What follows belongs to an exercise in optimizing a design on an open flow for small area, a short achievable clock period and few clock cycles; a production flow would make more cautious choices. Function was checked by simulation only, so behaviour that the tests miss may differ from the original. Power is estimated from default activity; no workload was simulated.

### design/flow/config.mk
export PLATFORM = sky130hd
export DESIGN_NAME = replay_block_deframer_core
export DESIGN_NICKNAME = replay_block_deframer_core
export VERILOG_FILES = /design/flow/design.v
export SDC_FILE = /design/flow/constraint.sdc
export NUM_CORES = 4
export LEC_CHECK = 0
export CAP_MARGIN = 20
export CORE_MARGIN = 2
export CORE_UTILIZATION = 40
export SLEW_MARGIN = 20
### design/flow/constraint.sdc
create_clock -name core_clock -period 8.5 [get_ports {i_clk}]
set_input_delay 1.7000 -clock core_clock [delete_from_list [all_inputs] [get_ports {i_clk}]]
set_output_delay 1.7000 -clock core_clock [all_outputs]
set_load 0.01 [all_outputs]
### design/flow/design.v
module rbd_fadd
(
    input  logic        i_clk,
    input  logic        i_load,
    input  logic [31:0] i_prev_bits,
    input  logic [7:0]  i_delta,
    output logic [31:0] o_sum
);
    logic [31:0] r_a;
    logic [7:0]  r_d;
    logic [31:0] r_s_a;
    logic        r_s_spec;
    logic        r_s_sign;
    logic [7:0]  r_s_exp;
    logic [27:0] r_s_mag;
    logic [31:0] n_s_a;
    logic        n_s_spec;
    logic        n_s_sign;
    logic [7:0]  n_s_exp;
    logic [27:0] n_s_mag;
    function automatic logic [26:0] shr_sticky(input logic [23:0] m, input logic [7:0] sh);
        logic [26:0] x;
        logic [26:0] lost;
        x = {m, 3'b000};
        lost = '0;
        if (sh >= 8'd27) begin
            shr_sticky = {26'd0, |m};
        end else begin
            lost = x & ~({27{1'b1}} << sh[4:0]);
            shr_sticky = (x >> sh[4:0]) | {26'd0, |lost};
        end
    endfunction
    always_ff @(posedge i_clk) begin
        if (i_load) begin
            r_a <= i_prev_bits;
            r_d <= i_delta;
        end
    end
    always_comb begin
        logic [7:0]  a_exp;
        logic [7:0]  a_ee;
        logic [23:0] a_m;
        logic [2:0]  k;
        logic [23:0] d_m;
        logic [7:0]  d_e;
        logic [26:0] av;
        logic [26:0] dv;
        a_exp = r_a[30:23];
        a_ee  = (a_exp == 8'd0) ? 8'd1 : a_exp;
        a_m   = {a_exp != 8'd0, r_a[22:0]};
        k = 3'd0;
        for (int i = 0; i < 8; i++) begin
            if (r_d[i]) begin
                k = 3'(7 - i);
            end
        end
        if (r_d == 8'd0) begin
            d_m = '0;
            d_e = 8'd1;
        end else begin
            d_m = {r_d, 16'd0} << k;
            d_e = 8'd134 - {5'd0, k};
        end
        if (a_ee >= d_e) begin
            n_s_exp = a_ee;
            av = {a_m, 3'b000};
            dv = shr_sticky(d_m, a_ee - d_e);
        end else begin
            n_s_exp = d_e;
            dv = {d_m, 3'b000};
            av = shr_sticky(a_m, d_e - a_ee);
        end
        if (!r_a[31]) begin
            n_s_mag  = {1'b0, av} + {1'b0, dv};
            n_s_sign = 1'b0;
        end else if (dv >= av) begin
            n_s_mag  = {1'b0, dv - av};
            n_s_sign = 1'b0;
        end else begin
            n_s_mag  = {1'b0, av - dv};
            n_s_sign = 1'b1;
        end
        n_s_spec = (a_exp == 8'hFF);
        n_s_a    = r_a;
    end
    always_ff @(posedge i_clk) begin
        r_s_a    <= n_s_a;
        r_s_spec <= n_s_spec;
        r_s_sign <= n_s_sign;
        r_s_exp  <= n_s_exp;
        r_s_mag  <= n_s_mag;
    end
    always_comb begin
        logic [26:0] nm;
        logic [8:0]  e1;
        logic [8:0]  e2;
        logic [4:0]  lz;
        logic [8:0]  sh;
        logic        up;
        logic [24:0] mant;
        logic [22:0] frac;
        lz = 5'd27;
        for (int i = 0; i < 27; i++) begin
            if (r_s_mag[i]) begin
                lz = 5'(26 - i);
            end
        end
        sh = '0;
        if (r_s_mag[27]) begin
            nm = {r_s_mag[27:2], r_s_mag[1] | r_s_mag[0]};
            e1 = {1'b0, r_s_exp} + 9'd1;
        end else begin
            sh = ({4'd0, lz} < ({1'b0, r_s_exp} - 9'd1)) ? {4'd0, lz}
                                                          : ({1'b0, r_s_exp} - 9'd1);
            nm = r_s_mag[26:0] << sh[4:0];
            e1 = {1'b0, r_s_exp} - sh;
        end
        up   = nm[2] & (nm[1] | nm[0] | nm[3]);
        mant = {1'b0, nm[26:3]} + {24'd0, up};
        if (mant[24]) begin
            e2   = e1 + 9'd1;
            frac = mant[23:1];
        end else begin
            e2   = mant[23] ? e1 : 9'd0;
            frac = mant[22:0];
        end
        if (r_s_spec) begin
            o_sum = r_s_a | {9'd0, r_s_a[22:0] != 23'd0, 22'd0};
        end else if (e2 >= 9'd255) begin
            o_sum = {r_s_sign, 8'hFF, 23'd0};
        end else begin
            o_sum = {r_s_sign, e2[7:0], frac};
        end
    end
endmodule
module rbd_front
(
    input  logic        i_clk,
    input  logic        i_rst_n,
    input  logic        i_valid,
    input  logic [7:0]  i_data_byte,
    input  logic        i_full,
    output logic        o_stall,
    output logic        o_push,
    output logic [117:0] o_item
);
    typedef enum logic [2:0] {
        PH_MARKER,
        PH_TIME,
        PH_LENGTH,
        PH_TYPE,
        PH_PARAM,
        PH_CONTENT
    } t_phase;
    t_phase      r_phase;
    logic [1:0]  r_idx;
    logic [3:0]  r_flags;
    logic [31:0] r_time_acc;
    logic [31:0] r_prev;
    logic [31:0] r_len;
    logic [7:0]  r_type;
    logic [31:0] r_param;
    logic [31:0] r_remain;
    logic        take;
    logic [31:0] shifted;
    logic [31:0] param_new;
    logic [31:0] fadd_sum;
    logic [31:0] hdr_time;
    logic        fadd_load;
    logic        param_done;
    assign o_stall    = i_full;
    assign take       = i_valid && !i_full;
    assign shifted    = {24'd0, i_data_byte} << {r_idx, 3'b000};
    assign param_new  = r_param | shifted;
    assign hdr_time   = r_flags[0] ? fadd_sum : r_time_acc;
    assign fadd_load  = take && (r_phase == PH_TIME) && r_flags[0];
    assign param_done = r_flags[2] || (r_idx == 2'd3);
    rbd_fadd u_fadd (
        .i_clk       (i_clk),
        .i_load      (fadd_load),
        .i_prev_bits (r_prev),
        .i_delta     (i_data_byte),
        .o_sum       (fadd_sum)
    );
    localparam logic KIND_HEADER  = 1'b0;
    localparam logic KIND_CONTENT = 1'b1;
    logic        it_kind;
    logic [3:0]  it_marker;
    logic [31:0] it_time;
    logic [31:0] it_len;
    logic [7:0]  it_type;
    logic [31:0] it_param;
    logic [7:0]  it_byte;
    logic        it_last;
    assign o_item = {it_kind, it_marker, it_time, it_len, it_type, it_param, it_byte, it_last};
    always_comb begin
        o_push = 1'b0;
        if (r_phase == PH_PARAM) begin
            o_push    = take && param_done;
            it_kind   = KIND_HEADER;
            it_marker = r_flags;
            it_time   = hdr_time;
            it_len    = r_len;
            it_type   = r_type;
            it_param  = param_new;
            it_byte   = 8'd0;
            it_last   = (r_len == 32'd0);
        end else begin
            o_push    = take && (r_phase == PH_CONTENT);
            it_kind   = KIND_CONTENT;
            it_marker = r_flags;
            it_time   = r_prev;
            it_len    = r_len;
            it_type   = r_type;
            it_param  = r_param;
            it_byte   = i_data_byte;
            it_last   = (r_remain == 32'd1);
        end
    end
    always_ff @(posedge i_clk) begin
        if (!i_rst_n) begin
            r_phase    <= PH_MARKER;
            r_idx      <= '0;
            r_flags    <= '0;
            r_time_acc <= '0;
            r_prev     <= '0;
            r_len      <= '0;
            r_type     <= '0;
            r_param    <= '0;
            r_remain   <= '0;
        end else if (take) begin
            unique case (r_phase)
                PH_MARKER: begin
                    r_flags    <= i_data_byte[3:0];
                    r_time_acc <= '0;
                    r_len      <= '0;
                    r_type     <= '0;
                    r_param    <= '0;
                    r_idx      <= '0;
                    r_phase    <= PH_TIME;
                end
                PH_TIME: begin
                    if (r_flags[0]) begin
                        r_idx   <= '0;
                        r_phase <= PH_LENGTH;
                    end else begin
                        r_time_acc <= r_time_acc | shifted;
                        r_idx      <= r_idx + 2'd1;
                        if (r_idx == 2'd3) begin
                            r_phase <= PH_LENGTH;
                        end
                    end
                end
                PH_LENGTH: begin
                    r_len <= r_len | shifted;
                    if (r_flags[3] || r_idx == 2'd3) begin
                        r_idx   <= '0;
                        r_phase <= r_flags[1] ? PH_TYPE : PH_PARAM;
                    end else begin
                        r_idx <= r_idx + 2'd1;
                    end
                end
                PH_TYPE: begin
                    r_type  <= i_data_byte;
                    r_phase <= PH_PARAM;
                end
                PH_PARAM: begin
                    r_param <= param_new;
                    if (param_done) begin
                        r_idx    <= '0;
                        r_prev   <= hdr_time;
                        r_remain <= r_len;
                        r_phase  <= (r_len == 32'd0) ? PH_MARKER : PH_CONTENT;
                    end else begin
                        r_idx <= r_idx + 2'd1;
                    end
                end
                PH_CONTENT: begin
                    r_remain <= r_remain - 32'd1;
                    if (r_remain == 32'd1) begin
                        r_phase <= PH_MARKER;
                    end
                end
                default: begin
                    r_phase <= PH_MARKER;
                    r_idx   <= '0;
                end
            endcase
        end
    end
endmodule
module rbd_queue
(
    input  logic      i_clk,
    input  logic      i_rst_n,
    input  logic      i_push,
    input  logic [117:0] i_item,
    input  logic      i_pop,
    output logic      o_full,
    output logic      o_valid,
    output logic [117:0] o_item
);
    localparam int RBD_QDEPTH = 2;
    localparam int RBD_QAW    = $clog2(RBD_QDEPTH);
    localparam int RBD_QCW    = $clog2(RBD_QDEPTH + 1);
    logic [117:0]         r_mem [0:RBD_QDEPTH-1];
    logic [RBD_QAW-1:0]   r_wr;
    logic [RBD_QAW-1:0]   r_rd;
    logic [RBD_QCW-1:0]   r_count;
    assign o_full  = (r_count == RBD_QCW'(RBD_QDEPTH));
    assign o_valid = (r_count != '0);
    assign o_item  = r_mem[r_rd];
    always_ff @(posedge i_clk) begin
        if (i_push) begin
            r_mem[r_wr] <= i_item;
        end
    end
    always_ff @(posedge i_clk) begin
        if (!i_rst_n) begin
            r_wr    <= '0;
            r_rd    <= '0;
            r_count <= '0;
        end else begin
            if (i_push) begin
                r_wr <= (r_wr == RBD_QAW'(RBD_QDEPTH - 1)) ? '0 : r_wr + RBD_QAW'(1);
            end
            if (i_pop) begin
                r_rd <= (r_rd == RBD_QAW'(RBD_QDEPTH - 1)) ? '0 : r_rd + RBD_QAW'(1);
            end
            if (i_push && !i_pop) begin
                r_count <= r_count + RBD_QCW'(1);
            end else if (i_pop && !i_push) begin
                r_count <= r_count - RBD_QCW'(1);
            end
        end
    end
endmodule
module rbd_back
(
    input  logic      i_clk,
    input  logic      i_rst_n,
    input  logic      i_q_valid,
    input  logic [117:0] i_q_item,
    input  logic      i_stall,
    output logic      o_pop,
    output logic      o_valid,
    output logic [117:0] o_item
);
    logic      r_valid;
    logic [117:0] r_item;
    assign o_pop   = i_q_valid && (!r_valid || !i_stall);
    assign o_valid = r_valid;
    assign o_item  = r_item;
    always_ff @(posedge i_clk) begin
        if (!i_rst_n) begin
            r_valid <= 1'b0;
        end else if (!r_valid || !i_stall) begin
            r_valid <= i_q_valid;
        end
    end
    always_ff @(posedge i_clk) begin
        if (o_pop) begin
            r_item <= i_q_item;
        end
    end
endmodule
module replay_block_deframer_core
(
    input  logic        i_clk,
    input  logic        i_rst_n,
    input  logic        i_valid,
    output logic        o_stall,
    input  logic [7:0]  i_data_byte,
    output logic        o_valid,
    input  logic        i_stall,
    output logic        o_result_kind,
    output logic [3:0]  o_marker_bits,
    output logic [31:0] o_timestamp_bits,
    output logic [31:0] o_content_length,
    output logic [7:0]  o_block_type,
    output logic [31:0] o_block_param,
    output logic [7:0]  o_content_byte,
    output logic        o_last_of_block
);
    logic      push;
    logic      full;
    logic      q_valid;
    logic      pop;
    logic [117:0] push_item;
    logic [117:0] q_item;
    logic [117:0] out_item;
    rbd_front u_front (
        .i_clk       (i_clk),
        .i_rst_n     (i_rst_n),
        .i_valid     (i_valid),
        .i_data_byte (i_data_byte),
        .i_full      (full),
        .o_stall     (o_stall),
        .o_push      (push),
        .o_item      (push_item)
    );
    rbd_queue u_queue (
        .i_clk   (i_clk),
        .i_rst_n (i_rst_n),
        .i_push  (push),
        .i_item  (push_item),
        .i_pop   (pop),
        .o_full  (full),
        .o_valid (q_valid),
        .o_item  (q_item)
    );
    rbd_back u_back (
        .i_clk     (i_clk),
        .i_rst_n   (i_rst_n),
        .i_q_valid (q_valid),
        .i_q_item  (q_item),
        .i_stall   (i_stall),
        .o_pop     (pop),
        .o_valid   (o_valid),
        .o_item    (out_item)
    );
    assign o_result_kind    = out_item[117];
    assign o_marker_bits    = out_item[116:113];
    assign o_timestamp_bits = out_item[112:81];
    assign o_content_length = out_item[80:49];
    assign o_block_type     = out_item[48:41];
    assign o_block_param    = out_item[40:9];
    assign o_content_byte   = out_item[8:1];
    assign o_last_of_block  = out_item[0];
endmodule
### design/flow/run.sh
#!/bin/bash
# synth_recipe.tcl (not shown) runs the flow's synth.tcl, then flattens the netlist and writes it again
# the make line also repeats each setting of config.mk as NAME=value (left out here)
make -C /OpenROAD-flow-scripts/flow DESIGN_CONFIG=/design/flow/config.mk WORK_HOME=/design/flow/orfs CLKGATE_MAP_FILE= SYNTH_SCRIPT=/design/flow/synth_recipe.tcl finish
==> metrics.md <==
| Metric | Value |
|---|---|
| PortBufs | 131 |
| Synth async-reset ratio | 0% |
| Number of synthesized flops with an enable pin | 394 |
| Crit path capture type | flip-flop |
| Max Root-Sink Buffers | 3 |
| I/O pins | 132 |
| Die width | 302 um |
| Crit share post-route | 94.3% |
| RSZ-0062 raised after global routing | no |
| Die height | 302 um |
| Site row count | 109 |
| Iter 0 DRT Violations | 2736 |
| Die area | 91200 um^2 |
| Final Max Tran Viols | 0 |
| Clock Latency Late Sink | 0.63 ns |
| Routed wire length per instance | 22.5 um |
| Fin Setup TNS | 0 ns |
| Worst clock skew | 0.0281 ns |
| Crit-path slowest cell | a2111oi_1 |
| Number of global-route vias before repair | 26.9k |
| # H-tree levels | 3 |
| Class of the worst hold path | flip-flop to flip-flop |
| Synth top area share | 33.3% |
| Routability cong. | 0.971 |
| WP data required | 9.01 ns |
| Starting Density | 40.2% |
| Core region area | 88200 um^2 |
| CP most frequent cell | inv_1 |
| Synth unique cells | 102 |
| Root Buffer | clkbuf_16 |
| Syn nets | 3712 |
| Top Family by Delay on Critical Path | compound AO/OA/AOI/OAI gates |
| # hold bufs at CTS | 0 |
| Synth Instances | 3580 |
| Sequential area share after synthesis | 47.5% |
| Post-route minimum period | 8.01 ns |
| Primary FF master, synth | edfxtp_1 |
| Startpoint Class | flip-flop |
| Fin cells | 4898 |
| Worst Path Class, Setup | flip-flop to flip-flop |
| FF+latch count, synth | 646 |
| Synth Warn # | 4 |
| TritonCTS buffer count | 70 |
| Synth cell count leaders | edfxtp_1, nor2_1, a21oi_1, dfxtp_1, nand2_1 |
| Layout cell share with drive strength beyond 1 | 13.3% |
| Total Routed Length | 110000 um |
| Critical path fanouts, max | 45 |
| Final Hold Fails | 0 |
| Synth Area per Inst | 9.92 um^2 |
| Fin nets | 3807 |
| First-pass GRT wire length | 167000 um |
| Min Hold Slack | 0.453 ns |
| Worst Tran Pin Value | 1.07 ns |
| Synth Cell Area | 35500 um^2 |
| Clock-pin slew on the worst setup and hold paths | 0.06 ns |
| Slew margin rel. | 28.2% |
| HPWL Detailed | 76700 um |
| Vias per cell | 5.93 |
| Final Total Pwr | 0.0107 W |
| Vias post-DR | 29.1k |
| Drt first pass iters | 7 |
| CTS tree | yes |
| Power Dens Cells | 262 nW/um^2 |
| Final setup viols | 0 |
| Remaining routing DRC violations | 0 |
| Initial antenna violation count | 4 |
| Critical Path AT | 8.52 ns |
| Placed insts | 4763 |
| CP max stage delay | 0.66 ns |
| Remaining Overflow, GRT | 0 |
| Overall Global Routing Usage | 23.6% |
| Max-cap violations | 0 |
| Outcome | complete, no violations |
| Static Leak | 15.3 nW |
| Top post-synthesis cells by area | edfxtp_1, dfxtp_1, mux2_2 |
| DRT antenna net count | 0 |
| Area Overhead vs Synth | 14.8% |
| Num Clock Sinks | 646 |
| Fin util | 46.2% |
| CP Buf/Inv Count | 5 |
| Largest net degree at the start of global routing | 96 |
| Leading area contributor after synthesis | edfxtp_1 |
| Peak supply drop | 204 uV |
| Fmax | 125 MHz |
| Count leader, synth | edfxtp_1 |
==> flip-flops by register name (all words and copies together), names as in the netlist <==
register / count
u_queue.r_mem: 236
u_back.r_item: 118
u_front.r_len: 32
u_front.r_param: 32
u_front.r_prev: 32
u_front.r_remain: 32
u_front.r_time_acc: 32
u_front.u_fadd.r_a: 32
u_front.u_fadd.r_s_a: 32
u_front.u_fadd.r_s_mag: 28
u_front.r_type: 8
u_front.u_fadd.r_d: 8
u_front.u_fadd.r_s_exp: 8
u_front.r_flags: 4
u_front.r_phase: 3
u_front.r_idx: 2
u_queue.r_count: 2
u_back.r_valid: 1
u_front.u_fadd.r_s_sign: 1
u_front.u_fadd.r_s_spec: 1
u_queue.r_rd: 1
u_queue.r_wr: 1
==> worst reg2reg max path: cells and delay by family, from the launching register on <==
| kind | cells | cell delay (ns) |
|---|---|---|
| buffers and inverters | 5 | 0.61 |
| flip-flops | 1 | 0.46 |
| adder cells (fa/ha/maj) | 4 | 1.29 |
| XOR/XNOR | 1 | 0.16 |
| AO/OA/AOI/OAI | 17 | 4.22 |
| AND/OR/NAND/NOR | 5 | 0.74 |
| multiplexers | 1 | 0.40 |
==> logic make-up after synthesis <==
group                    share of synthesized area (%)
AND/OR/NAND/NOR                                   13.7
multiplexers                                      8.27
flip-flops                                        47.5
XOR/XNOR                                          1.95
adder cells (fa/ha/maj)                           4.31
AO/OA/AOI/OAI                                     19.8
buffers and inverters                             4.50
==> path summary, 6_finish.rpt <==
check / start / slack [ns] / cells past startpoint / to
worst max-delay path: u_front.u_fadd.r_d[2] / 0.49 / 33 / u_front.u_fadd.r_s_mag[24]
worst min-delay path: u_front.r_prev[4] / 0.45 / 0 / u_front.u_fadd.r_a[4]
worst max register to register: u_front.u_fadd.r_d[2] / 0.49 / 33 / u_front.u_fadd.r_s_mag[24]
worst min register to register: u_front.r_prev[4] / 0.45 / 0 / u_front.u_fadd.r_a[4]
==> cell type report <==
class / instances / area, um^2
sequential: 646 / 16900
tap: 1165 / 1460
timing repair buffer: 263 / 2360
clock inverter: 30 / 352
multi-input combinational: 2540 / 17200
inverter: 154 / 581
antenna: 2 / 5.00
clock buffer: 98 / 1970
fill: 8231 / 47500
==> power breakdown <==
| part | internal (W) | switching (W) |
|---|---|---|
| Clock | 0.00179 | 0.00127 |
| Combinational | 0.00138 | 0.00206 |
| Sequential | 0.00389 | 0.000299 |
==> timing repair <==
action / 4_1_cts / 5_1_grt
endpoints found under the setup margin: 0 / 79
buffers inserted: 0 / 3
resized for setup: 0 / 16
==> metal layers <==
| metal | GRT usage (%) | wire length (um) | part of all wire (%) |
|---|---|---|---|
| met1 | 34.0 | 49900 | 45 |
| met2 | 36.6 | 49700 | 45 |
| met3 | 3.54 | 7910 | 7.2 |
| met4 | 6.84 | 2720 | 2.5 |
| met5 | 0 | 18 | 0.016 |
==> cell usage in the layout, fill, tap and decap left out, types with 25 or more instances in the layout <==
cell and instances:
a21o_1 42, inv_1 147, a21oi_1 273, buf_4 126
nor3_1 71, mux2_2 138, o21bai_1 31, a211oi_1 38
nor4_1 38, ha_1 116, clkdlybuf4s50_1 130, and3_1 38
xnor2_1 51, nor2b_1 37, clkbuf_16 71, mux2i_1 103
a22oi_1 31, o21ai_0 152, nand2b_1 25, nand2_1 251
a221oi_1 25, nand3_1 49, edfxtp_1 394, dfxtp_1 250
xor2_1 25, o22ai_1 25, a31o_2 29, and2_1 34
nor2_1 388, a31oi_1 118
==> metrics by stage <==
stage | instance area, um^2 | worst slack, ns
detailed placement | 38300 | 0.137
CTS | 40700 | 0.0971
global route | 40800 | 0.0192
global placement | 38300 | 0.264
floorplan | 35500 | 0.0423
finish | 40800 | 0.486
Testbench counts, summed over its fixed seeds: cycles 12,958.

## static timing again, ports no longer ideal
The results above use ideal ports. As a check the final layout listed here was re-extracted and re-timed, cells and wires unchanged. Step 1: set_driving_cell puts a clkbuf_16 on i_clk and a buf_2 on each other input, an assumption about the parent block. Step 2 adds t to the input delays and takes it off the output delays; t is the mean of the earliest and latest rising clock arrival at the registers after step 1. Input paths then give back, and output paths get back, about the clock's delay inside the block. a / b / c = no drivers / after step 1 / after step 2; a / b = the first two.
shift t [ns]: 0.675
setup WS [ns]: 0.486 / 0.486 / 0.486
worst setup path at the end: register to register
latest minus earliest clock arrival (ns): 0.028 / 0.028
After both steps this run still meets setup and hold. For this run, drivers alone change the setup slack by 0.000 ns; drivers and shift together by 0.000 ns.
